Background: an optimization exercise with open tools, aiming at a short achievable clock period and few clock cycles. Do not read the settings as production practice. At most, simulation tests tie the RTL to the original design; equivalence was not proved. No functional check of the RTL was part of run 2. No activity file was given, so power comes from the tool's default toggle rates.

<file path="flow/run.sh">
#!/bin/bash
set -o pipefail
export SETUP_SLACK_MARGIN=6.2
bash standard.sh > standard.log 2>&1
</file>
<file path="standard.sh">
#!/bin/bash
# synth_recipe.tcl (not shown) runs the flow's synth.tcl, then flattens the netlist and writes it again
# the make line also repeats each setting of config.mk as NAME=value (left out here)
make -C /OpenROAD-flow-scripts/flow DESIGN_CONFIG=/design/flow/config.mk WORK_HOME=/design/flow/orfs CLKGATE_MAP_FILE= SYNTH_SCRIPT=/design/flow/synth_recipe.tcl "${@:-finish}"
</file>
<file path="config.mk">
export PLATFORM = sky130hd
export DESIGN_NAME = pipelineCore
export DESIGN_NICKNAME = pipelineCore
export VERILOG_FILES = /design/flow/design.v
export SDC_FILE = /design/flow/constraint.sdc
export NUM_CORES = 8
export LEC_CHECK = 0
export ABC_CLOCK_PERIOD_IN_PS = 2500
export CAP_MARGIN = 20
export CORE_MARGIN = 2
export CORE_UTILIZATION = 45
export SLEW_MARGIN = 20
</file>
<file path="constraint.sdc">
create_clock -name core_clock -period 10.0 [get_ports {clk}]
set_input_delay 2.0000 -clock core_clock [delete_from_list [all_inputs] [get_ports {clk}]]
set_output_delay 2.0000 -clock core_clock [all_outputs]
set_load 0.01 [all_outputs]
</file>
<file path="design.v">
`default_nettype none
package isaPkg;
    typedef enum logic [5:0] {
        opAlu  = 6'h00,   
        opAddi = 6'h08,
        opLw   = 6'h23,
        opSw   = 6'h2b,
        opBeqz = 6'h04,
        opBltz = 6'h01,
        opJ    = 6'h02    
    } opcodeT;
    typedef enum logic [3:0] {
        aluAdd = 4'h0,
        aluSub = 4'h1,
        aluAnd = 4'h2,
        aluOr  = 4'h3,
        aluXor = 4'h4,
        aluSlt = 4'h5     
    } aluFuncT;
    typedef struct packed {
        opcodeT      opcode;
        logic [4:0]  rd;
        logic [4:0]  rs;
        logic [4:0]  rt;
        logic [6:0]  spare;   
        aluFuncT     func;
    } rTypeT;
    typedef struct packed {
        opcodeT      opcode;
        logic [4:0]  rd;      
        logic [4:0]  rs;
        logic [15:0] imm;
    } iTypeT;
    typedef union packed {
        rTypeT r;
        iTypeT i;
    } instrWordT;
    localparam instrWordT instrNop = '0;   
endpackage
`default_nettype wire
`default_nettype none
package corePkg;
    localparam int dataWidth    = 32;
    localparam int regAddrWidth = 5;
    localparam int numRegs      = 32;
    localparam int dataMemDepth     = 64;
    localparam int dataMemAddrWidth = $clog2(dataMemDepth);
    localparam int btbEntries  = 32;
    localparam int btbIdxWidth = $clog2(btbEntries);
    localparam int btbTagWidth = 5;    
    typedef struct packed {
        logic sub;      
        logic selSum;   
        logic selSlt;   
        logic selAnd;
        logic selOr;
        logic selXor;
        logic selLoad;  
    } aluCtlT;
endpackage
`default_nettype wire
`timescale 1ns/1ns
`default_nettype none
module fetchStage (
    input  wire logic                           clk,
    input  wire logic                           rstN,
    input  wire logic                           redirectE,
    input  wire logic [corePkg::dataWidth-1:0]  targetE,
    input  wire logic                           dirWrite,
    input  wire logic                           dirTaken,
    input  wire logic [11:2]                    dirPc,
    output logic      [corePkg::dataWidth-1:0]  fetchAddr,
    input  wire logic [31:0]                    fetchInstr,
    output logic                                dValid,
    output logic      [31:0]                    dInstr,
    output logic      [corePkg::dataWidth-1:0]  dPc,
    output logic                                dPredTaken,
    output logic      [corePkg::dataWidth-1:2]  dTarget
);
    localparam int W  = corePkg::dataWidth;
    localparam int N  = corePkg::btbEntries;
    localparam int IW = corePkg::btbIdxWidth;
    localparam int TW = corePkg::btbTagWidth;
    logic [W-1:0]   pc, pcNext;
    logic [W-1:2]   pcPlus4, targetJ, targetB, target;
    logic           dirValid [N];
    logic           dirBit   [N];
    logic [TW-1:0]  dirTag   [N];
    logic [IW-1:0]  rdIdx, wrIdx;
    logic           hit, hitTaken;
    logic [5:0]     opcode;
    logic           isJ, isBr, predTaken;
    assign fetchAddr = pc;   
    assign pcPlus4   = pc[W-1:2] + (W-2)'(1);
    assign rdIdx    = pc[IW+1:2];
    assign hit      = dirValid[rdIdx] && dirTag[rdIdx] == pc[IW+TW+1:IW+2];
    assign hitTaken = dirBit[rdIdx];
    assign opcode = fetchInstr[31:26];
    assign isJ    = opcode == isaPkg::opJ;
    assign isBr   = opcode == isaPkg::opBeqz || opcode == isaPkg::opBltz;
    prefixAdder #(.W(W-2)) i_addJ (
        .a   (pc[W-1:2]),
        .b   ({{(W-28){fetchInstr[25]}}, fetchInstr[25:0]}),
        .cin (1'b0),
        .sum (targetJ)
    );
    prefixAdder #(.W(W-2)) i_addB (
        .a   (pc[W-1:2]),
        .b   ({{(W-18){fetchInstr[15]}}, fetchInstr[15:0]}),
        .cin (1'b0),
        .sum (targetB)
    );
    assign target    = isJ ? targetJ : targetB;
    assign predTaken = isJ || (isBr && (hit ? hitTaken : fetchInstr[15]));
    always_comb begin
        if (redirectE)      pcNext = targetE;
        else if (predTaken) pcNext = {target, 2'b00};
        else                pcNext = {pcPlus4, 2'b00};
    end
    always_ff @(posedge clk or negedge rstN) begin
        if (!rstN) begin
            pc     <= '0;
            dValid <= 1'b0;
        end else begin
            pc     <= pcNext;
            dValid <= !redirectE;   
        end
    end
    always_ff @(posedge clk) begin
        dInstr     <= fetchInstr;
        dPc        <= pc;
        dPredTaken <= predTaken;
        dTarget    <= target;
    end
    assign wrIdx = dirPc[IW+1:2];
    always_ff @(posedge clk or negedge rstN) begin
        if (!rstN) begin
            for (int i = 0; i < N; i++) dirValid[i] <= 1'b0;
        end else if (dirWrite) begin
            dirValid[wrIdx] <= 1'b1;
        end
    end
    always_ff @(posedge clk) begin
        if (dirWrite) begin
            dirTag[wrIdx] <= dirPc[IW+TW+1:IW+2];
            dirBit[wrIdx] <= dirTaken;
        end
    end
endmodule
`default_nettype wire
`timescale 1ns/1ns
`default_nettype none
module registerFile (
    input  wire logic                              clk,
    input  wire logic                              rstN,
    input  wire logic [corePkg::regAddrWidth-1:0]  readAddrA,
    input  wire logic [corePkg::regAddrWidth-1:0]  readAddrB,
    input  wire logic [corePkg::regAddrWidth-1:0]  readAddrC,
    output logic      [corePkg::dataWidth-1:0]     readDataA,
    output logic      [corePkg::dataWidth-1:0]     readDataB,
    output logic      [corePkg::dataWidth-1:0]     readDataC,
    input  wire logic                              writeEnable,
    input  wire logic [corePkg::regAddrWidth-1:0]  writeAddr,
    input  wire logic [corePkg::dataWidth-1:0]     writeData
);
    logic [corePkg::dataWidth-1:0] regs    [corePkg::numRegs];
    logic [corePkg::numRegs-1:0]   written;
    always_ff @(posedge clk or negedge rstN) begin
        if (!rstN) begin
            written <= '0;
        end else if (writeEnable && writeAddr != '0) begin
            written[writeAddr] <= 1'b1;
        end
    end
    always_ff @(posedge clk) begin
        if (writeEnable && writeAddr != '0) begin
            regs[writeAddr] <= writeData;
        end
    end
    assign readDataA = written[readAddrA] ? regs[readAddrA] : '0;
    assign readDataB = written[readAddrB] ? regs[readAddrB] : '0;
    assign readDataC = written[readAddrC] ? regs[readAddrC] : '0;
endmodule
`default_nettype wire
`timescale 1ns/1ns
`default_nettype none
module hazardUnit (
    input  wire logic [corePkg::regAddrWidth-1:0]  srcA,
    input  wire logic [corePkg::regAddrWidth-1:0]  srcB,
    input  wire logic [corePkg::regAddrWidth-1:0]  srcC,
    input  wire logic [corePkg::regAddrWidth-1:0]  eDest,
    input  wire logic                              eRegWrite,    
    input  wire logic [corePkg::regAddrWidth-1:0]  wbDest,
    input  wire logic                              wbEnable,     
    output logic                                   fwdA,         
    output logic                                   fwdB,
    output logic                                   fwdC,
    output logic                                   bypA,         
    output logic                                   bypB,
    output logic                                   bypC
);
    assign fwdA = eRegWrite && eDest == srcA;
    assign fwdB = eRegWrite && eDest == srcB;
    assign fwdC = eRegWrite && eDest == srcC;
    assign bypA = wbEnable && wbDest == srcA;
    assign bypB = wbEnable && wbDest == srcB;
    assign bypC = wbEnable && wbDest == srcC;
endmodule
`default_nettype wire
`timescale 1ns/1ns
`default_nettype none
module decodeStage (
    input  wire logic                              clk,
    input  wire logic                              rstN,
    input  wire logic                              dValid,
    input  wire logic [31:0]                       dInstr,
    input  wire logic [corePkg::dataWidth-1:0]     dPc,
    input  wire logic                              dPredTaken,
    input  wire logic [corePkg::dataWidth-1:2]     dTarget,
    input  wire logic                              redirectE,
    input  wire logic                              wbEnable,
    input  wire logic [corePkg::regAddrWidth-1:0]  wbDest,
    input  wire logic [corePkg::dataWidth-1:0]     wbData,
    output logic                                   eValid,
    output logic                                   eRegWrite,
    output logic                                   eMemWrite,
    output logic                                   eIsBeqz,
    output logic                                   eIsBltz,
    output logic                                   eIsJ,
    output logic                                   ePredTaken,
    output logic      [corePkg::regAddrWidth-1:0]  eDest,
    output corePkg::aluCtlT                        eAluCtl,
    output logic      [corePkg::dataWidth-1:0]     eOpA,
    output logic      [corePkg::dataWidth-1:0]     eOpB,
    output logic      [corePkg::dataWidth-1:0]     eOpC,
    output logic                                   eAZero,
    output logic      [corePkg::dataMemAddrWidth-1:0] eMemIdx,
    output logic                                   eFwdA,
    output logic                                   eFwdB,
    output logic                                   eFwdC,
    output logic      [corePkg::dataWidth-1:2]     eTarget,
    output logic      [corePkg::dataWidth-1:2]     ePcPlus4,
    output logic      [11:2]                       ePc
);
    localparam int W = corePkg::dataWidth;
    logic [5:0]   opcode;
    logic [4:0]   rd, rs, rt;
    logic         isAlu, isAddi, isLw, isSw, isBeqz, isBltz, isJ;
    logic         useB, regWrite;
    logic [W-1:0] immExt;
    logic [W-1:2] pcPlus4;
    logic [7:0]   memAddr;
    logic [W-1:0] regA, regB, regC, valA, valB, valC;
    logic         fwdA, fwdB, fwdC, bypA, bypB, bypC;
    corePkg::aluCtlT aluCtl;
    assign opcode = dInstr[31:26];
    assign rd     = dInstr[25:21];
    assign rs     = dInstr[20:16];
    assign rt     = dInstr[15:11];
    assign isAlu  = opcode == isaPkg::opAlu;
    assign isAddi = opcode == isaPkg::opAddi;
    assign isLw   = opcode == isaPkg::opLw;
    assign isSw   = opcode == isaPkg::opSw;
    assign isBeqz = opcode == isaPkg::opBeqz;
    assign isBltz = opcode == isaPkg::opBltz;
    assign isJ    = opcode == isaPkg::opJ;
    assign useB     = isAlu;
    assign regWrite = (isAlu || isAddi || isLw) && rd != '0;
    always_comb begin
        aluCtl        = '0;
        aluCtl.selSum = 1'b1;   
        if (isLw) begin
            aluCtl.selSum  = 1'b0;
            aluCtl.selLoad = 1'b1;
        end else if (isAlu) begin
            case (dInstr[3:0])
                4'h1: aluCtl.sub = 1'b1;
                4'h2: begin aluCtl.selSum = 1'b0; aluCtl.selAnd = 1'b1; end
                4'h3: begin aluCtl.selSum = 1'b0; aluCtl.selOr  = 1'b1; end
                4'h4: begin aluCtl.selSum = 1'b0; aluCtl.selXor = 1'b1; end
                4'h5: begin aluCtl.selSum = 1'b0; aluCtl.selSlt = 1'b1; aluCtl.sub = 1'b1; end
                default: ;
            endcase
        end
    end
    registerFile i_registerFile (
        .clk         (clk),
        .rstN        (rstN),
        .readAddrA   (rs),
        .readAddrB   (rt),
        .readAddrC   (rd),
        .readDataA   (regA),
        .readDataB   (regB),
        .readDataC   (regC),
        .writeEnable (wbEnable),
        .writeAddr   (wbDest),
        .writeData   (wbData)
    );
    hazardUnit i_hazardUnit (
        .srcA      (rs),
        .srcB      (rt),
        .srcC      (rd),
        .eDest     (eDest),
        .eRegWrite (eRegWrite),
        .wbDest    (wbDest),
        .wbEnable  (wbEnable),
        .fwdA      (fwdA),
        .fwdB      (fwdB),
        .fwdC      (fwdC),
        .bypA      (bypA),
        .bypB      (bypB),
        .bypC      (bypC)
    );
    assign valA = bypA ? wbData : regA;
    assign valB = bypB ? wbData : regB;
    assign valC = bypC ? wbData : regC;
    assign immExt  = {{(W-16){dInstr[15]}}, dInstr[15:0]};
    assign pcPlus4 = dPc[W-1:2] + (W-2)'(1);
    assign memAddr = valA[7:0] + immExt[7:0];   
    always_ff @(posedge clk or negedge rstN) begin
        if (!rstN) begin
            eValid     <= 1'b0;
            eRegWrite  <= 1'b0;
            eMemWrite  <= 1'b0;
            eIsBeqz    <= 1'b0;
            eIsBltz    <= 1'b0;
            eIsJ       <= 1'b0;
            ePredTaken <= 1'b0;
            eDest      <= '0;
        end else if (!dValid || redirectE) begin
            eValid     <= 1'b0;   
            eRegWrite  <= 1'b0;
            eMemWrite  <= 1'b0;
            eIsBeqz    <= 1'b0;
            eIsBltz    <= 1'b0;
            eIsJ       <= 1'b0;
            ePredTaken <= 1'b0;
            eDest      <= '0;
        end else begin
            eValid     <= 1'b1;
            eRegWrite  <= regWrite;
            eMemWrite  <= isSw;
            eIsBeqz    <= isBeqz;
            eIsBltz    <= isBltz;
            eIsJ       <= isJ;
            ePredTaken <= dPredTaken;
            eDest      <= rd;
        end
    end
    always_ff @(posedge clk) begin
        eAluCtl  <= aluCtl;
        eOpA     <= valA;
        eOpB     <= useB ? valB : immExt;
        eOpC     <= valC;
        eAZero   <= valA == '0;
        eMemIdx  <= memAddr[7:2];
        eFwdA    <= fwdA;
        eFwdB    <= useB && fwdB;
        eFwdC    <= fwdC;
        eTarget  <= dTarget;
        ePcPlus4 <= pcPlus4;
        ePc      <= dPc[11:2];
    end
endmodule
`default_nettype wire
`timescale 1ns/1ns
`default_nettype none
module prefixAdder #(
    parameter int W = 32
) (
    input  wire logic [W-1:0] a,
    input  wire logic [W-1:0] b,
    input  wire logic         cin,
    output logic      [W-1:0] sum
);
    localparam int L = $clog2(W);
    logic [W-1:0] p, g;
    logic [W-1:0] gl [L+1];
    logic [W-1:0] pl [L+1];
    logic [W:0]   carry;
    assign p = a ^ b;
    assign g = a & b;
    always_comb begin
        gl[0]    = g;
        pl[0]    = p;
        gl[0][0] = g[0] | (p[0] & cin);
        for (int l = 1; l <= L; l++) begin
            for (int i = 0; i < W; i++) begin
                if (i >= (1 << (l - 1))) begin
                    gl[l][i] = gl[l-1][i] | (pl[l-1][i] & gl[l-1][i - (1 << (l - 1))]);
                    pl[l][i] = pl[l-1][i] & pl[l-1][i - (1 << (l - 1))];
                end else begin
                    gl[l][i] = gl[l-1][i];
                    pl[l][i] = pl[l-1][i];
                end
            end
        end
    end
    assign carry = {gl[L], cin};
    assign sum   = p ^ carry[W-1:0];
endmodule
module executeStage (
    input  wire logic                              clk,
    input  wire logic                              rstN,
    input  wire logic                              eValid,
    input  wire logic                              eRegWrite,
    input  wire logic                              eMemWrite,
    input  wire logic                              eIsBeqz,
    input  wire logic                              eIsBltz,
    input  wire logic                              eIsJ,
    input  wire logic                              ePredTaken,
    input  wire logic [corePkg::regAddrWidth-1:0]  eDest,
    input  wire corePkg::aluCtlT                   eAluCtl,
    input  wire logic [corePkg::dataWidth-1:0]     eOpA,
    input  wire logic [corePkg::dataWidth-1:0]     eOpB,
    input  wire logic [corePkg::dataWidth-1:0]     eOpC,
    input  wire logic                              eAZero,
    input  wire logic [corePkg::dataMemAddrWidth-1:0] eMemIdx,
    input  wire logic                              eFwdA,
    input  wire logic                              eFwdB,
    input  wire logic                              eFwdC,
    input  wire logic [corePkg::dataWidth-1:2]     eTarget,
    input  wire logic [corePkg::dataWidth-1:2]     ePcPlus4,
    input  wire logic [11:2]                       ePc,
    output logic                                   redirectE,
    output logic      [corePkg::dataWidth-1:0]     targetE,
    output logic                                   dirWrite,
    output logic                                   dirTaken,
    output logic      [11:2]                       dirPc,
    output logic                                   wbEnable,
    output logic      [corePkg::regAddrWidth-1:0]  wbDest,
    output logic      [corePkg::dataWidth-1:0]     wbData
);
    localparam int W = corePkg::dataWidth;
    logic [W-1:0] a, b, c, sum, loadData, result;
    logic [7:0]   fwdAddr;
    logic [corePkg::dataMemAddrWidth-1:0] memIdx;
    logic         slt, taken, aZero, aNeg;
    assign a = eFwdA ? wbData : eOpA;
    assign b = eFwdB ? wbData : eOpB;
    assign c = eFwdC ? wbData : eOpC;
    prefixAdder #(.W(W)) i_adder (
        .a   (a),
        .b   (eAluCtl.sub ? ~b : b),
        .cin (eAluCtl.sub),
        .sum (sum)
    );
    assign slt = (a[W-1] != b[W-1]) ? a[W-1] : sum[W-1];
    assign fwdAddr = wbData[7:0] + eOpB[7:0];
    assign memIdx  = eFwdA ? fwdAddr[7:2] : eMemIdx;
    memoryStage i_memoryStage (
        .clk         (clk),
        .rstN        (rstN),
        .wordIdx     (memIdx),
        .writeEnable (eValid && eMemWrite),
        .writeData   (c),
        .readData    (loadData)
    );
    assign result = ({W{eAluCtl.selSum}}  & sum)
                  | ({W{eAluCtl.selAnd}}  & (a & b))
                  | ({W{eAluCtl.selOr}}   & (a | b))
                  | ({W{eAluCtl.selXor}}  & (a ^ b))
                  | ({W{eAluCtl.selLoad}} & loadData)
                  | {{(W-1){1'b0}}, eAluCtl.selSlt && slt};
    assign aZero     = eFwdA ? wbData == '0 : eAZero;
    assign aNeg      = a[W-1];
    assign taken     = eIsJ || (eIsBeqz && aZero) || (eIsBltz && aNeg);
    assign redirectE = eValid && taken != ePredTaken;
    assign targetE   = {taken ? eTarget : ePcPlus4, 2'b00};
    assign dirWrite  = eValid && (eIsBeqz || eIsBltz);
    assign dirTaken  = taken;
    assign dirPc     = ePc;
    always_ff @(posedge clk or negedge rstN) begin
        if (!rstN) begin
            wbEnable <= 1'b0;
            wbDest   <= '0;
        end else begin
            wbEnable <= eRegWrite;
            wbDest   <= eDest;
        end
    end
    always_ff @(posedge clk) begin
        wbData <= result;
    end
endmodule
`default_nettype wire
`timescale 1ns/1ns
`default_nettype none
module memoryStage (
    input  wire logic                                  clk,
    input  wire logic                                  rstN,
    input  wire logic [corePkg::dataMemAddrWidth-1:0]  wordIdx,
    input  wire logic                                  writeEnable,
    input  wire logic [corePkg::dataWidth-1:0]         writeData,
    output logic      [corePkg::dataWidth-1:0]         readData
);
    logic [corePkg::dataWidth-1:0]    dataMem [corePkg::dataMemDepth];
    logic [corePkg::dataMemDepth-1:0] written;
    always_ff @(posedge clk or negedge rstN) begin
        if (!rstN) begin
            written <= '0;
        end else if (writeEnable) begin
            written[wordIdx] <= 1'b1;
        end
    end
    always_ff @(posedge clk) begin
        if (writeEnable) begin
            dataMem[wordIdx] <= writeData;
        end
    end
    assign readData = written[wordIdx] ? dataMem[wordIdx] : '0;
endmodule
`default_nettype wire
`timescale 1ns/1ns
`default_nettype none
module pipelineCore (
    input  wire logic                              clk,
    input  wire logic                              rstN,
    output logic      [corePkg::dataWidth-1:0]     fetchAddr,
    input  wire isaPkg::instrWordT                 fetchInstr,
    output logic                                   wbEnable,
    output logic      [corePkg::regAddrWidth-1:0]  wbDest,
    output logic      [corePkg::dataWidth-1:0]     wbData
);
    localparam int W = corePkg::dataWidth;
    logic                              dValid, dPredTaken;
    logic [31:0]                       dInstr;
    logic [W-1:0]                      dPc;
    logic [W-1:2]                      dTarget;
    logic                              redirectE;
    logic [W-1:0]                      targetE;
    logic                              dirWrite, dirTaken;
    logic [11:2]                       dirPc;
    logic                              eValid, eRegWrite, eMemWrite;
    logic                              eIsBeqz, eIsBltz, eIsJ;
    logic                              ePredTaken;
    logic [corePkg::regAddrWidth-1:0]  eDest;
    corePkg::aluCtlT                   eAluCtl;
    logic [W-1:0]                      eOpA, eOpB, eOpC;
    logic                              eAZero;
    logic [corePkg::dataMemAddrWidth-1:0] eMemIdx;
    logic                              eFwdA, eFwdB, eFwdC;
    logic [W-1:2]                      eTarget, ePcPlus4;
    logic [11:2]                       ePc;
    fetchStage i_fetchStage (
        .clk, .rstN, .redirectE, .targetE, .dirWrite, .dirTaken, .dirPc,
        .fetchAddr, .fetchInstr,
        .dValid, .dInstr, .dPc, .dPredTaken, .dTarget
    );
    decodeStage i_decodeStage (
        .clk, .rstN, .dValid, .dInstr, .dPc, .dPredTaken, .dTarget,
        .redirectE, .wbEnable, .wbDest, .wbData,
        .eValid, .eRegWrite, .eMemWrite, .eIsBeqz, .eIsBltz, .eIsJ,
        .ePredTaken, .eDest, .eAluCtl,
        .eOpA, .eOpB, .eOpC, .eAZero, .eMemIdx, .eFwdA, .eFwdB, .eFwdC,
        .eTarget, .ePcPlus4, .ePc
    );
    executeStage i_executeStage (
        .clk, .rstN, .eValid, .eRegWrite, .eMemWrite,
        .eIsBeqz, .eIsBltz, .eIsJ, .ePredTaken,
        .eDest, .eAluCtl, .eOpA, .eOpB, .eOpC, .eAZero, .eMemIdx,
        .eFwdA, .eFwdB, .eFwdC, .eTarget, .ePcPlus4, .ePc,
        .redirectE, .targetE, .dirWrite, .dirTaken, .dirPc,
        .wbEnable, .wbDest, .wbData
    );
endmodule
`default_nettype wire
</file>
==> results of run 1 <==
## synthesized netlist by cell type, drive strengths merged, types with 32 or more instances
| cell | count |
|---|---|
| a211oi | 78 |
| a21o | 83 |
| a21oi | 165 |
| a221o | 32 |
| a221oi | 89 |
| a22oi | 41 |
| a311oi | 52 |
| a31oi | 92 |
| and3 | 107 |
| buf | 510 |
| clkbuf | 336 |
| dfrtp | 177 |
| dfxtp | 308 |
| edfxtp | 3264 |
| ha | 164 |
| inv | 138 |
| mux2 | 113 |
| mux2i | 516 |
| mux4 | 1020 |
| nand2 | 1899 |
| nand3 | 1022 |
| nand4 | 36 |
| nor2 | 263 |
| nor2b | 40 |
| nor3 | 48 |
| nor4 | 33 |
| o211ai | 69 |
| o21ai | 223 |
| o21bai | 67 |
| o221ai | 46 |
| o22ai | 107 |
| or2 | 44 |
| xnor2 | 135 |
| xor2 | 74 |
## routing by layer
layer | vias to the layer above | wire length (um) | global-route usage (%)
met5 | - | 296 | 0
met4 | 32 | 40400 | 16.9
met3 | 1731 | 85900 | 9.31
met2 | 8688 | 282000 | 47.5
met1 | 60400 | 229000 | 41.4
li1 | 47000 | - | -
## worst max-delay path, delay by kind of cell, from the launching register on
kind,cells,cell delay [ns]
compound gates,4,1.19
fa+ha+maj,1,0.28
buf+inv,7,0.97
simple gates,6,1.33
flops,1,0.36
## registers in the layout, summed over array words and instances, names as in the netlist, 64 cells and up
name,count
i_executeStage.i_memoryStage.written,64
i_executeStage.i_memoryStage.dataMem,2048
i_decodeStage.i_registerFile.regs,1024
i_fetchStage.dirTag,160
## worst max-delay path by stage
stage / to / cells past startpoint / slack [ns] / start
after floorplan: i_fetchStage.pc[27]$_DFF_PN0_ / 11 / 5.68 / fetchInstr[9]
after global placement: i_executeStage.wbData[28]$_DFF_P_ / 13 / 3.22 / i_executeStage.wbData[2]$_DFF_P_
after detailed placement: i_executeStage.wbData[24]$_DFF_P_ / 15 / 3.45 / i_executeStage.wbData[2]$_DFF_P_
after CTS: wbDest[2] / 1 / 5.77 / i_executeStage.wbDest[2]$_DFF_PN0_
after global routing: i_executeStage.wbData[27]$_DFF_P_ / 18 / 5.71 / i_executeStage.wbData[4]$_DFF_P_
final: i_executeStage.wbData[27]$_DFF_P_ / 18 / 5.70 / i_executeStage.wbData[4]$_DFF_P_
## through the flow
stage | cell area [sq um] | setup slack, ns | instances | util [%]
finish | 205000 | 5.70 | 17600 | 54.0
global route | 205000 | 5.71 | 17600 | 54.0
CTS | 201000 | 5.77 | 17400 | 53.1
detailed placement | 179000 | 3.45 | 16300 | 47.3
global placement | 179000 | 3.22 | 16300 | 47.3
floorplan | 173000 | 5.68 | 11700 | -
## logic make-up (layout without fill, tap and decap cells)
logic type                 Yosys count  count (layout)
xor gates and xnor gates           209             209
buffers and inverters              987            1844
DFF                               3749            3749
AOI/OAI and AO/OA                 1325            1325
adders and majority gates          166             166
muxes                             1649            1649
and+or+nand+nor                   3608            3616
other                                1              35
## placed cells by master, fill, tap and decap left out, types with 42 or more instances in the layout
cell type	n
o221ai_1	46
clkbuf_1	111
o21bai_1	67
bufbuf_16	82
buf_6	92
a21oi_1	133
mux4_2	1014
clkinv_1	65
nand2_1	1873
a31oi_1	78
dfxtp_1	248
buf_8	44
edfxtp_1	3264
nor2_4	107
a311oi_1	42
buf_12	165
o21ai_0	161
xnor2_1	131
ha_1	132
and3_1	97
buf_4	393
a21o_1	83
a221oi_1	80
inv_1	131
xor2_1	70
o21ai_1	43
buf_16	62
mux2i_1	484
nor2_1	151
a211oi_1	51
dfrtp_1	141
o22ai_1	105
clkbuf_16	449
mux2_2	111
o211ai_1	68
nand3_1	1014
clkinv_2	61
dfxtp_4	49
## power groups by stage
stage               Sequential [W]  Clock [W]  Combinational [W]
global placement            0.0188          0            0.00724
finish                      0.0184     0.0147             0.0101
global route                0.0184     0.0154             0.0104
detailed placement          0.0189          0            0.00735
CTS                         0.0184     0.0148            0.00947
floorplan                   0.0186          0            0.00475
## layout make-up
class / count / area, sq um
Antenna cell: 33 / 82.6
Clock buffer: 546 / 10900
Clock inverter: 181 / 1850
Fill cell: 30000 / 174000
Inverter: 141 / 572
Multi-Input combinational cell: 6967 / 62100
Sequential cell: 3749 / 109000
Tap cell: 5016 / 6280
Timing Repair Buffer: 970 / 14200
Timing Repair inverter: 6 / 51.3
## what timing repair did
item | in CTS | in global routing
resized for setup | 1059 | 316
hold buffers | 0 | 0
pin swaps | 113 | 124
setup buffers | 290 | 97
gates cloned | 111 | 62
endpoints found under the setup margin | 3220 | 2007
==> results.cfg, run 1 <==
[power_and_ir_drop]
vdd_drop_max_mv = 0.208
power.total_w = 0.0432
seqPwrFrac_pct = 42.6
p_int_w = 0.0302
switching_share_pct = 30.0
p_leak_nw = 71.5
clkPwrFrac_pct = 34.1
powerDensity_nw_per_um2 = 211
power_frac_comb_pct = 23.3
p_sw_w = 0.0130

[critical_path]
worstSetupPathType = reg2reg
slowest_delay_ns = 0.52
worstSetupEndpointType = flop
r2r-start = i_executeStage.wbData[4]$_DFF_P_
rrSetupSlack_ns = 5.70
r2r-end = i_executeStage.wbData[27]$_DFF_P_
critPathMaxFanout = 8
reg2reg_depth = 18
cp_slowest_cell = nand4_1
cp-start-kind = flop
cp.arrival_ns = 5.15
crit_top_cell = buf_12
path_cells = buf_16, ha_4, and3b_2, a221oi_4, buf_12, and3_4, buf_12, buf_12, buf_16, buf_12, nand2_4, a311o_1, nand4_1, nand4_1, a211oi_4, buf_12, nand4_1, o2111ai_2
cp_data_required_time_ns = 10.85

[clock_network]
clk_latency_ns = 1.03
h-tree-depth = 5
cts_tree = yes
clk_path_buf_depth = 4
clk_pin_slew_ns = 0.07
clock-root-buffer = clkbuf_16
clkSinkCount = 3749
numCtsBuffers = 394

[sta]
period_share_pct = 43.0
slew_violations = 0
whs_ns = 0.326
max_freq_mhz = 233
tightest_slew_ns = 1.18
setup_viol = 0
period_needed_ns = 4.30
fin_tns_setup_ns = 0
clock-skew-final_ns = 0.126
max_slew_margin_pct = 21.0
hold_viol = 0
rsz0062_at_grt = true

[grt]
grt_pass1_vias = 112000
grt_max_degree = 112
grt_antenna_before_repair = 62
grt.total_usage_pct = 31.6
grt_pass1_wl_um = 869000
grt-ovfl-total = 0

[yosys]
avgSynthCellArea_sq_um = 14.7
synth_seq_cells = 3749
yosysTopAreaCell = edfxtp_1
synth_seq_area_share_pct = 63.3
synth-async-reset-ratio_pct = 4.72
synth_compound_area_share_pct = 5.45
synth.cell_area_sq_um = 172000
synthAdderAreaFrac_pct = 1.22
synth_flop_cell = edfxtp_1
synth-edff-count = 3264
synth.distinct_cells = 95
synth_xor_area_share_pct = 1.07
synth_top_area_share_pct = 57.1
synthTopCellsByArea = edfxtp_1 (57%), mux4_2 (13%), nand2_1 (4.2%)
synth_top_family_by_area = multiplexers
synth-simple-area-share_pct = 9.30
synth.mux.area_fraction_pct = 17.2
synth.yosys.warnings = 12
syn-instance-count = 11700

[floorplan]
fp-row-count = 226
core_area_sq_um = 379000
ioPinCount = 104
die_width_um = 621
die_area_sq_um = 386000
initial_core_util_pct = 45.2
die_y_um = 621

[drt]
viasPerCell = 6.69
wire_per_inst_um = 36.2
wl_um = 638000
detail-route-antenna-nets = 0
vias = 118000
drt_first_iter_violations = 18400
drtPass1Iterations = 8
drc = 0

[worst_hold_path]
worstHoldEndpoint = i_decodeStage.eTarget[2]$_DFF_P_
hold_start = i_fetchStage.dTarget[2]$_DFF_P_
worstHoldPathCells = 0
hp-class = reg2reg

[place]
gp_congestion = 0.913
io_buffers = 101
hpwl_um = 321000

[finish]
area_growth_pct = 19.4
nets = 12400
drive_gt1_share_pct = 25.6

[flow_run]
drv_cap = 0

[status]
status = finished clean
Testbench counts, summed over its fixed seeds: cycles 61,529.
==> inputs of run 2 (changes only) <==
--- a/design.v
+++ b/design.v
@@ -110,12 +110,13 @@
         .cin (1'b0),
         .sum (targetB)
     );
-    assign target    = isJ ? targetJ : targetB;
     assign predTaken = isJ || (isBr && (hit ? hitTaken : fetchInstr[15]));
+    assign target    = ({(W-2){isJ}} & targetJ) | ({(W-2){!isJ}} & targetB);
     always_comb begin
-        if (redirectE)      pcNext = targetE;
-        else if (predTaken) pcNext = {target, 2'b00};
-        else                pcNext = {pcPlus4, 2'b00};
+        if (redirectE) pcNext = targetE;
+        else           pcNext = {({(W-2){isJ}} & targetJ)
+                               | ({(W-2){isBr && !isJ && predTaken}} & targetB)
+                               | ({(W-2){!predTaken}} & pcPlus4), 2'b00};
     end
     always_ff @(posedge clk or negedge rstN) begin
         if (!rstN) begin
@@ -221,6 +222,7 @@
     input  wire logic                              wbEnable,
     input  wire logic [corePkg::regAddrWidth-1:0]  wbDest,
     input  wire logic [corePkg::dataWidth-1:0]     wbData,
+    input  wire logic                              wbZero,
     output logic                                   eValid,
     output logic                                   eRegWrite,
     output logic                                   eMemWrite,
@@ -234,12 +236,11 @@
     output logic      [corePkg::dataWidth-1:0]     eOpB,
     output logic      [corePkg::dataWidth-1:0]     eOpC,
     output logic                                   eAZero,
-    output logic      [corePkg::dataMemAddrWidth-1:0] eMemIdx,
+    output logic      [corePkg::dataMemDepth-1:0]  eMemSel,
     output logic                                   eFwdA,
     output logic                                   eFwdB,
     output logic                                   eFwdC,
-    output logic      [corePkg::dataWidth-1:2]     eTarget,
-    output logic      [corePkg::dataWidth-1:2]     ePcPlus4,
+    output logic      [corePkg::dataWidth-1:2]     eRecover,
     output logic      [11:2]                       ePc
 );
     localparam int W = corePkg::dataWidth;
@@ -249,7 +250,7 @@
     logic         useB, regWrite;
     logic [W-1:0] immExt;
     logic [W-1:2] pcPlus4;
-    logic [7:0]   memAddr;
+    logic [corePkg::dataMemDepth-1:0] memSel;
     logic [W-1:0] regA, regB, regC, valA, valB, valC;
     logic         fwdA, fwdB, fwdC, bypA, bypB, bypC;
     corePkg::aluCtlT aluCtl;
@@ -315,8 +316,12 @@
     assign valB = bypB ? wbData : regB;
     assign valC = bypC ? wbData : regC;
     assign immExt  = {{(W-16){dInstr[15]}}, dInstr[15:0]};
+    sumDecode i_memDecode (
+        .base   (valA[7:0]),
+        .offset (dInstr[7:0]),
+        .sel    (memSel)
+    );
     assign pcPlus4 = dPc[W-1:2] + (W-2)'(1);
-    assign memAddr = valA[7:0] + immExt[7:0];   
     always_ff @(posedge clk or negedge rstN) begin
         if (!rstN) begin
             eValid     <= 1'b0;
@@ -352,13 +357,12 @@
         eOpA     <= valA;
         eOpB     <= useB ? valB : immExt;
         eOpC     <= valC;
-        eAZero   <= valA == '0;
-        eMemIdx  <= memAddr[7:2];
+        eAZero   <= bypA ? wbZero : regA == '0;
+        eMemSel  <= memSel;
         eFwdA    <= fwdA;
         eFwdB    <= useB && fwdB;
         eFwdC    <= fwdC;
-        eTarget  <= dTarget;
-        ePcPlus4 <= pcPlus4;
+        eRecover <= dPredTaken ? pcPlus4 : dTarget;   
         ePc      <= dPc[11:2];
     end
 endmodule
@@ -415,12 +419,11 @@
     input  wire logic [corePkg::dataWidth-1:0]     eOpB,
     input  wire logic [corePkg::dataWidth-1:0]     eOpC,
     input  wire logic                              eAZero,
-    input  wire logic [corePkg::dataMemAddrWidth-1:0] eMemIdx,
+    input  wire logic [corePkg::dataMemDepth-1:0]  eMemSel,
     input  wire logic                              eFwdA,
     input  wire logic                              eFwdB,
     input  wire logic                              eFwdC,
-    input  wire logic [corePkg::dataWidth-1:2]     eTarget,
-    input  wire logic [corePkg::dataWidth-1:2]     ePcPlus4,
+    input  wire logic [corePkg::dataWidth-1:2]     eRecover,
     input  wire logic [11:2]                       ePc,
     output logic                                   redirectE,
     output logic      [corePkg::dataWidth-1:0]     targetE,
@@ -429,32 +432,38 @@
     output logic      [11:2]                       dirPc,
     output logic                                   wbEnable,
     output logic      [corePkg::regAddrWidth-1:0]  wbDest,
-    output logic      [corePkg::dataWidth-1:0]     wbData
+    output logic      [corePkg::dataWidth-1:0]     wbData,
+    output logic                                   wbZero        
 );
     localparam int W = corePkg::dataWidth;
-    logic [W-1:0] a, b, c, sum, loadData, result;
-    logic [7:0]   fwdAddr;
-    logic [corePkg::dataMemAddrWidth-1:0] memIdx;
-    logic         slt, taken, aZero, aNeg;
+    logic [W-1:0] a, b, c, bAdd, sum, loadData, result;
+    logic         slt, aZero, aNeg, sumZero, loadZero, resultZero;
+    logic [corePkg::dataMemDepth-1:0] fwdSel, memSel;
     assign a = eFwdA ? wbData : eOpA;
     assign b = eFwdB ? wbData : eOpB;
     assign c = eFwdC ? wbData : eOpC;
+    assign bAdd = eAluCtl.sub ? ~b : b;
     prefixAdder #(.W(W)) i_adder (
         .a   (a),
-        .b   (eAluCtl.sub ? ~b : b),
+        .b   (bAdd),
         .cin (eAluCtl.sub),
         .sum (sum)
     );
     assign slt = (a[W-1] != b[W-1]) ? a[W-1] : sum[W-1];
-    assign fwdAddr = wbData[7:0] + eOpB[7:0];
-    assign memIdx  = eFwdA ? fwdAddr[7:2] : eMemIdx;
+    sumDecode i_fwdDecode (
+        .base   (wbData[7:0]),
+        .offset (eOpB[7:0]),
+        .sel    (fwdSel)
+    );
+    assign memSel = eFwdA ? fwdSel : eMemSel;
     memoryStage i_memoryStage (
         .clk         (clk),
         .rstN        (rstN),
-        .wordIdx     (memIdx),
+        .sel         (memSel),
         .writeEnable (eValid && eMemWrite),
         .writeData   (c),
-        .readData    (loadData)
+        .readData    (loadData),
+        .readZero    (loadZero)
     );
     assign result = ({W{eAluCtl.selSum}}  & sum)
                   | ({W{eAluCtl.selAnd}}  & (a & b))
@@ -462,13 +471,26 @@
                   | ({W{eAluCtl.selXor}}  & (a ^ b))
                   | ({W{eAluCtl.selLoad}} & loadData)
                   | {{(W-1){1'b0}}, eAluCtl.selSlt && slt};
-    assign aZero     = eFwdA ? wbData == '0 : eAZero;
+    always_comb begin
+        sumZero = 1'b1;
+        for (int i = 0; i < W; i++) begin
+            sumZero = sumZero & ((a[i] ^ bAdd[i]) == (i == 0 ? eAluCtl.sub : (a[i-1] | bAdd[i-1])));
+        end
+    end
+    assign resultZero = (eAluCtl.selSum  && sumZero)
+                     || (eAluCtl.selAnd  && (a & b) == '0)
+                     || (eAluCtl.selOr   && (a | b) == '0)
+                     || (eAluCtl.selXor  && a == b)
+                     || (eAluCtl.selLoad && loadZero)
+                     || (eAluCtl.selSlt  && !slt);
+    assign aZero     = eFwdA ? wbZero : eAZero;
     assign aNeg      = a[W-1];
-    assign taken     = eIsJ || (eIsBeqz && aZero) || (eIsBltz && aNeg);
-    assign redirectE = eValid && taken != ePredTaken;
-    assign targetE   = {taken ? eTarget : ePcPlus4, 2'b00};
+    assign redirectE = eValid && ((eIsBeqz && aZero != ePredTaken)
+                               || (eIsBltz && aNeg != ePredTaken)
+                               || (eIsJ && !ePredTaken));
+    assign targetE   = {eRecover, 2'b00};
     assign dirWrite  = eValid && (eIsBeqz || eIsBltz);
-    assign dirTaken  = taken;
+    assign dirTaken  = eIsBeqz ? aZero : aNeg;
     assign dirPc     = ePc;
     always_ff @(posedge clk or negedge rstN) begin
         if (!rstN) begin
@@ -481,34 +503,79 @@
     end
     always_ff @(posedge clk) begin
         wbData <= result;
+        wbZero <= resultZero;
     end
 endmodule
 `default_nettype wire
 `timescale 1ns/1ns
 `default_nettype none
+module sumDecode (
+    input  wire logic [7:0]                        base,
+    input  wire logic [7:0]                        offset,
+    output logic      [corePkg::dataMemDepth-1:0]  sel
+);
+    logic [5:0] x, cLow, cHigh;
+    logic       c2;
+    assign c2 = (base[1] & offset[1]) | ((base[1] ^ offset[1]) & base[0] & offset[0]);
+    always_comb begin
+        for (int j = 0; j < 6; j++) begin
+            x[j] = base[j+2] ^ offset[j+2];
+            if (j == 0) begin
+                cLow[j]  = c2;
+                cHigh[j] = c2;
+            end else begin
+                cLow[j]  = base[j+1] | offset[j+1];   
+                cHigh[j] = base[j+1] & offset[j+1];   
+            end
+        end
+        for (int k = 0; k < corePkg::dataMemDepth; k++) begin
+            sel[k] = 1'b1;
+            for (int j = 0; j < 6; j++) begin
+                if (j > 0 && k[j-1])
+                    sel[k] = sel[k] & ((x[j] ^ k[j]) == cHigh[j]);
+                else
+                    sel[k] = sel[k] & ((x[j] ^ k[j]) == cLow[j]);
+            end
+        end
+    end
+endmodule
 module memoryStage (
-    input  wire logic                                  clk,
-    input  wire logic                                  rstN,
-    input  wire logic [corePkg::dataMemAddrWidth-1:0]  wordIdx,
-    input  wire logic                                  writeEnable,
-    input  wire logic [corePkg::dataWidth-1:0]         writeData,
-    output logic      [corePkg::dataWidth-1:0]         readData
+    input  wire logic                              clk,
+    input  wire logic                              rstN,
+    input  wire logic [corePkg::dataMemDepth-1:0]  sel,
+    input  wire logic                              writeEnable,
+    input  wire logic [corePkg::dataWidth-1:0]     writeData,
+    output logic      [corePkg::dataWidth-1:0]     readData,
+    output logic                                   readZero      
 );
-    logic [corePkg::dataWidth-1:0]    dataMem [corePkg::dataMemDepth];
-    logic [corePkg::dataMemDepth-1:0] written;
+    localparam int D = corePkg::dataMemDepth;
+    logic [corePkg::dataWidth-1:0] dataMem [D];
+    logic [D-1:0]                  written, isZero;
     always_ff @(posedge clk or negedge rstN) begin
         if (!rstN) begin
             written <= '0;
-        end else if (writeEnable) begin
-            written[wordIdx] <= 1'b1;
+        end else begin
+            for (int k = 0; k < D; k++) begin
+                if (writeEnable && sel[k]) written[k] <= 1'b1;
+            end
         end
     end
     always_ff @(posedge clk) begin
-        if (writeEnable) begin
-            dataMem[wordIdx] <= writeData;
+        for (int k = 0; k < D; k++) begin
+            if (writeEnable && sel[k]) begin
+                dataMem[k] <= writeData;
+                isZero[k]  <= writeData == '0;
+            end
+        end
+    end
+    always_comb begin
+        readData = '0;
+        readZero = 1'b0;
+        for (int k = 0; k < D; k++) begin
+            readData = readData | ({corePkg::dataWidth{sel[k] && written[k]}} & dataMem[k]);
+            readZero = readZero | (sel[k] && (!written[k] || isZero[k]));
         end
     end
-    assign readData = written[wordIdx] ? dataMem[wordIdx] : '0;
 endmodule
 `default_nettype wire
 `timescale 1ns/1ns
@@ -537,10 +604,10 @@
     logic [corePkg::regAddrWidth-1:0]  eDest;
     corePkg::aluCtlT                   eAluCtl;
     logic [W-1:0]                      eOpA, eOpB, eOpC;
-    logic                              eAZero;
-    logic [corePkg::dataMemAddrWidth-1:0] eMemIdx;
+    logic                              eAZero, wbZero;
+    logic [corePkg::dataMemDepth-1:0]  eMemSel;
     logic                              eFwdA, eFwdB, eFwdC;
-    logic [W-1:2]                      eTarget, ePcPlus4;
+    logic [W-1:2]                      eRecover;
     logic [11:2]                       ePc;
     fetchStage i_fetchStage (
         .clk, .rstN, .redirectE, .targetE, .dirWrite, .dirTaken, .dirPc,
@@ -549,19 +616,19 @@
     );
     decodeStage i_decodeStage (
         .clk, .rstN, .dValid, .dInstr, .dPc, .dPredTaken, .dTarget,
-        .redirectE, .wbEnable, .wbDest, .wbData,
+        .redirectE, .wbEnable, .wbDest, .wbData, .wbZero,
         .eValid, .eRegWrite, .eMemWrite, .eIsBeqz, .eIsBltz, .eIsJ,
         .ePredTaken, .eDest, .eAluCtl,
-        .eOpA, .eOpB, .eOpC, .eAZero, .eMemIdx, .eFwdA, .eFwdB, .eFwdC,
-        .eTarget, .ePcPlus4, .ePc
+        .eOpA, .eOpB, .eOpC, .eAZero, .eMemSel, .eFwdA, .eFwdB, .eFwdC,
+        .eRecover, .ePc
     );
     executeStage i_executeStage (
         .clk, .rstN, .eValid, .eRegWrite, .eMemWrite,
         .eIsBeqz, .eIsBltz, .eIsJ, .ePredTaken,
-        .eDest, .eAluCtl, .eOpA, .eOpB, .eOpC, .eAZero, .eMemIdx,
-        .eFwdA, .eFwdB, .eFwdC, .eTarget, .ePcPlus4, .ePc,
+        .eDest, .eAluCtl, .eOpA, .eOpB, .eOpC, .eAZero, .eMemSel,
+        .eFwdA, .eFwdB, .eFwdC, .eRecover, .ePc,
         .redirectE, .targetE, .dirWrite, .dirTaken, .dirPc,
-        .wbEnable, .wbDest, .wbData
+        .wbEnable, .wbDest, .wbData, .wbZero
     );
 endmodule
 `default_nettype wire
==> flow/run.sh (replaced) <==
#!/bin/bash
set -o pipefail
BASE="sky130_fd_sc_hd__probe_p_8 sky130_fd_sc_hd__probec_p_8 sky130_fd_sc_hd__lpflow_bleeder_1
sky130_fd_sc_hd__lpflow_clkbufkapwr_1 sky130_fd_sc_hd__lpflow_clkbufkapwr_16 sky130_fd_sc_hd__lpflow_clkbufkapwr_2
sky130_fd_sc_hd__lpflow_clkbufkapwr_4 sky130_fd_sc_hd__lpflow_clkbufkapwr_8 sky130_fd_sc_hd__lpflow_clkinvkapwr_1
sky130_fd_sc_hd__lpflow_clkinvkapwr_16 sky130_fd_sc_hd__lpflow_clkinvkapwr_2 sky130_fd_sc_hd__lpflow_clkinvkapwr_4
sky130_fd_sc_hd__lpflow_clkinvkapwr_8 sky130_fd_sc_hd__lpflow_decapkapwr_12 sky130_fd_sc_hd__lpflow_decapkapwr_3
sky130_fd_sc_hd__lpflow_decapkapwr_4 sky130_fd_sc_hd__lpflow_decapkapwr_6 sky130_fd_sc_hd__lpflow_decapkapwr_8
sky130_fd_sc_hd__lpflow_inputiso0n_1 sky130_fd_sc_hd__lpflow_inputiso0p_1 sky130_fd_sc_hd__lpflow_inputiso1n_1
sky130_fd_sc_hd__lpflow_inputiso1p_1 sky130_fd_sc_hd__lpflow_inputisolatch_1 sky130_fd_sc_hd__lpflow_isobufsrc_1
sky130_fd_sc_hd__lpflow_isobufsrc_16 sky130_fd_sc_hd__lpflow_isobufsrc_2 sky130_fd_sc_hd__lpflow_isobufsrc_4
sky130_fd_sc_hd__lpflow_isobufsrc_8 sky130_fd_sc_hd__lpflow_isobufsrckapwr_16 sky130_fd_sc_hd__lpflow_lsbuf_lh_hl_isowell_tap_1
sky130_fd_sc_hd__lpflow_lsbuf_lh_hl_isowell_tap_2 sky130_fd_sc_hd__lpflow_lsbuf_lh_hl_isowell_tap_4
sky130_fd_sc_hd__lpflow_lsbuf_lh_isowell_4 sky130_fd_sc_hd__lpflow_lsbuf_lh_isowell_tap_1
sky130_fd_sc_hd__lpflow_lsbuf_lh_isowell_tap_2 sky130_fd_sc_hd__lpflow_lsbuf_lh_isowell_tap_4"
SLOW="sky130_fd_sc_hd__nor4_* sky130_fd_sc_hd__nor4b_* sky130_fd_sc_hd__nor4bb_* sky130_fd_sc_hd__or4_*
sky130_fd_sc_hd__or4b_* sky130_fd_sc_hd__or4bb_* sky130_fd_sc_hd__o41a_* sky130_fd_sc_hd__o41ai_*
sky130_fd_sc_hd__a2111o_* sky130_fd_sc_hd__a2111oi_* sky130_fd_sc_hd__xor3_* sky130_fd_sc_hd__xnor3_*
sky130_fd_sc_hd__o32a_* sky130_fd_sc_hd__o32ai_* sky130_fd_sc_hd__o311a_* sky130_fd_sc_hd__o311ai_*
sky130_fd_sc_hd__o2111a_* sky130_fd_sc_hd__o2111ai_* sky130_fd_sc_hd__dlygate* sky130_fd_sc_hd__dlymetal*
sky130_fd_sc_hd__clkdlybuf*"
DONT_USE=$(echo $BASE $SLOW)
bash standard.sh SETUP_SLACK_MARGIN=6.3 "DONT_USE_CELLS=$DONT_USE" finish > standard.log 2>&1
--- a/config.mk
+++ b/config.mk
@@ -6,7 +6,7 @@
 export NUM_CORES = 8
 export LEC_CHECK = 0
 export ABC_CLOCK_PERIOD_IN_PS = 2500
-export CAP_MARGIN = 20
+export CAP_MARGIN = 60
 export CORE_MARGIN = 2
 export CORE_UTILIZATION = 45
-export SLEW_MARGIN = 20
+export SLEW_MARGIN = 60
==> results.cfg, run 2 <==
[status]
status = finished clean

[yosys]
ys_top_cells_by_count = edfxtp_1 (3328), mux4_2 (1032), a22oi_1 (700)
synth.distinct_cells = 78
avgSynthCellArea_sq_um = 16.4
synth-edff-count = 3328
synth.yosys.warnings = 14
synth_seq_area_share_pct = 65.9
yosysTopAreaCell = edfxtp_1
synth_flop_cell = edfxtp_1
synthTopCellsByArea = edfxtp_1 (59%), mux4_2 (14%), dfxtp_1 (4.0%)
synth.cell_area_sq_um = 169000
synth-async-reset-ratio_pct = 4.61
synth_most_common_cell = edfxtp_1
synth_top_area_share_pct = 59.2
syn-instance-count = 10300
synth_seq_cells = 3842

[clock_network]
clock-root-buffer = clkbuf_16
cts_hold_buf = 0
clk_pin_slew_ns = 0.06
clk_path_buf_depth = 4
numCtsBuffers = 404
clk_latency_ns = 1.06
h-tree-depth = 5
cts_tree = yes
clkSinkCount = 3842

[place]
gp_congestion = 1.01
hpwl_um = 485000
placed_area_sq_um = 181000
io_buffers = 101

[drt]
drc = 0
drt_first_iter_violations = 20500
wire_per_inst_um = 45.2
detail-route-antenna-nets = 0
drtPass1Iterations = 7
vias = 119000
viasPerCell = 7.02
wl_um = 766000

[grt]
grt_antenna_before_repair = 55
grt-ovfl-total = 0
grt.total_usage_pct = 39.3
grt_pass1_vias = 112000
grt_pass1_wl_um = 1010000
grt_max_degree = 58

[sta]
period_share_pct = 41.6
slew_violations = 0
max_slew_margin_pct = 49.3
tightest_slew_ns = 0.761
hold_viol = 0
max_freq_mhz = 241
period_needed_ns = 4.16
fin_tns_setup_ns = 0
rsz0062_at_grt = true
setup_viol = 0
clock-skew-final_ns = 0.0984

[critical_path]
worstSetupPathType = reg2reg
rrSetupSlack_ns = 5.84
worstSetupEndpointType = flop
cp_data_required_time_ns = 10.92
cp.arrival_ns = 5.08
cp-start-kind = flop
critPathMaxFanout = 11

[finish]
final_util_pct = 55.7
reg_top3 = i_executeStage.i_memoryStage.dataMem x2048, i_decodeStage.i_registerFile.regs x1024, i_fetchStage.dirTag x160
largest-register = i_executeStage.i_memoryStage.dataMem
final_common_cell = edfxtp_1
fillers = 28900
area_growth_pct = 23.0
nets = 11800
largest_reg_flops = 2048
most-common-layout-cells = edfxtp_1 (3328), mux4_2 (1032), a22oi_1 (651)
drive_gt1_share_pct = 33.5
final_area_sq_um = 208000
multi_input_comb_area_sq_um = 60600
seq_area_sq_um = 111000

[floorplan]
core_area_sq_um = 373000
ioPinCount = 104
die_width_um = 616
die_y_um = 616
die_area_sq_um = 380000
initial_core_util_pct = 45.3
fp-row-count = 224

[flow_run]
drv_cap = 0

[power_and_ir_drop]
vdd_drop_max_mv = 0.178
p_leak_nw = 68.7
powerDensity_nw_per_um2 = 199

[worst_hold_path]
hp-class = reg2reg
## run 2: per-stage QoR
stage          hold slack, ns  worst slack, ns  cells  power [W]
3_3_place_gp            0.366             3.33  15100     0.0240
3_5_place_dp            0.366             4.55  15300     0.0243
2_1_floorplan           0.348             5.63  10300     0.0219
4_1_cts                 0.368             5.98  16600     0.0405
6_report                0.367             5.84  16900     0.0413
5_1_grt                 0.378             5.87  16900     0.0422
## run 2: final timing paths
| path | start | endpoint | cells past startpoint |
|---|---|---|---|
| setup / recovery | i_executeStage.wbData[4]$_DFF_P_ | i_executeStage.wbData[5]$_DFF_P_ | 15 |
| hold / removal | i_fetchStage.dPc[3]$_DFF_P_ | i_decodeStage.ePc[3]$_DFF_P_ | 0 |
| setup reg to reg | i_executeStage.wbData[4]$_DFF_P_ | i_executeStage.wbData[5]$_DFF_P_ | 15 |
| hold reg to reg | i_fetchStage.dPc[3]$_DFF_P_ | i_decodeStage.ePc[3]$_DFF_P_ | 0 |
| max in group asynchronous | rstN | i_executeStage.i_memoryStage.written[27]$_DFFE_PN0P_ | 4 |
| min in group asynchronous | rstN | i_fetchStage.dirValid[16]$_DFFE_PN0P_ | 1 |
## run 2: cell families (layout without fill, tap and decap cells)
| logic type | after synthesis | after routing | synth area share (%) |
|---|---|---|---|
| buffers and inverters | 868 | 2508 | 2.03 |
| AO/OA/AOI/OAI | 1712 | 1712 | 7.43 |
| AND/OR/NAND/NOR | 2100 | 2106 | 6.37 |
| XOR/XNOR | 263 | 263 | 1.39 |
| other | 1 | 31 | 0.00222 |
| adder cells (fa/ha/maj) | 203 | 203 | 1.51 |
| multiplexers | 1292 | 1292 | 15.4 |
| flip-flops | 3842 | 3842 | 65.9 |
## run 2: what timing repair did
item | CTS | global route
resized for setup | 996 | 566
setup endpoints to repair | 2032 | 339
pin swaps | 197 | 278
gates cloned | 43 | 15
buffers inserted | 458 | 290
## run 2: area by class of cell
cell class	instances	area share, %
tap	4972	3.00
clock buffer	538	5.34
antenna	29	0.0350
inverter	231	0.421
multi-input combinational	5578	29.2
clock inverter	213	1.05
timing repair buffer	1526	7.28
sequential	3842	53.7
## run 2: layer usage
metal,up-vias,routed length [um],track usage [%]
met4,48,65600,26.3
met2,10300,334000,58.8
li1,44700,-,-
met1,61200,260000,49.6
met3,2538,105000,11.9
met5,-,581,0.303
## run 2: critical path, stage by stage, from the launching register on
cell and delay (ns):
dfxtp_4 0.53, inv_4 0.06, ha_4 0.28, xor2_4 0.19, buf_6 0.17, nand3_4 0.16
buf_8 0.13, o21ai_4 0.07, and2_4 0.21, buf_16 0.16, a222oi_1 0.31, nand4_1 0.33
nor3_4 0.30, buf_6 0.19, nand4_1 0.39, a221o_1 0.47
## run 2: power breakdown
part	internal (W)	switching [W]
Sequential	0.0183	0.000538
Combinational	0.00289	0.00429
Clock	0.00866	0.00666
Total	0.0298	0.0115

re-timing with driven ports:
The flow's constraints put no driver on any port. The routed layouts listed below were extracted and timed again, unchanged, in two steps. Step 1 (the two cells are an assumption about what drives the block):
set clk [get_ports {clk}]
set_driving_cell -lib_cell sky130_fd_sc_hd__clkbuf_16 $clk
set_driving_cell -lib_cell sky130_fd_sc_hd__buf_2 [delete_from_list [all_inputs] $clk]
Step 2 adds t to the input delays and takes it off the output delays; t is the mean of the earliest and latest rising clock arrival at the registers after step 1. Input paths then give back, and output paths get back, about the clock's delay inside the block. Slacks: ideal / step 1 / step 2; pairs: ideal / step 1.
| run | t (ns) | setup WS [ns] | worst setup path after step 2 | worst slew at a driven data input, ns |
|---|---|---|---|---|
| run 1 | 1.082 | 5.700 / 5.700 / 5.144 | input to register | 0.16 |
| run 2 | 1.138 | 5.844 / 5.844 / 5.061 | input to register | 0.08 |
After both steps every run listed still meets setup and hold. For run 2, which loses most, drivers alone change the setup slack by 0.000 ns; drivers and shift together by -0.783 ns.
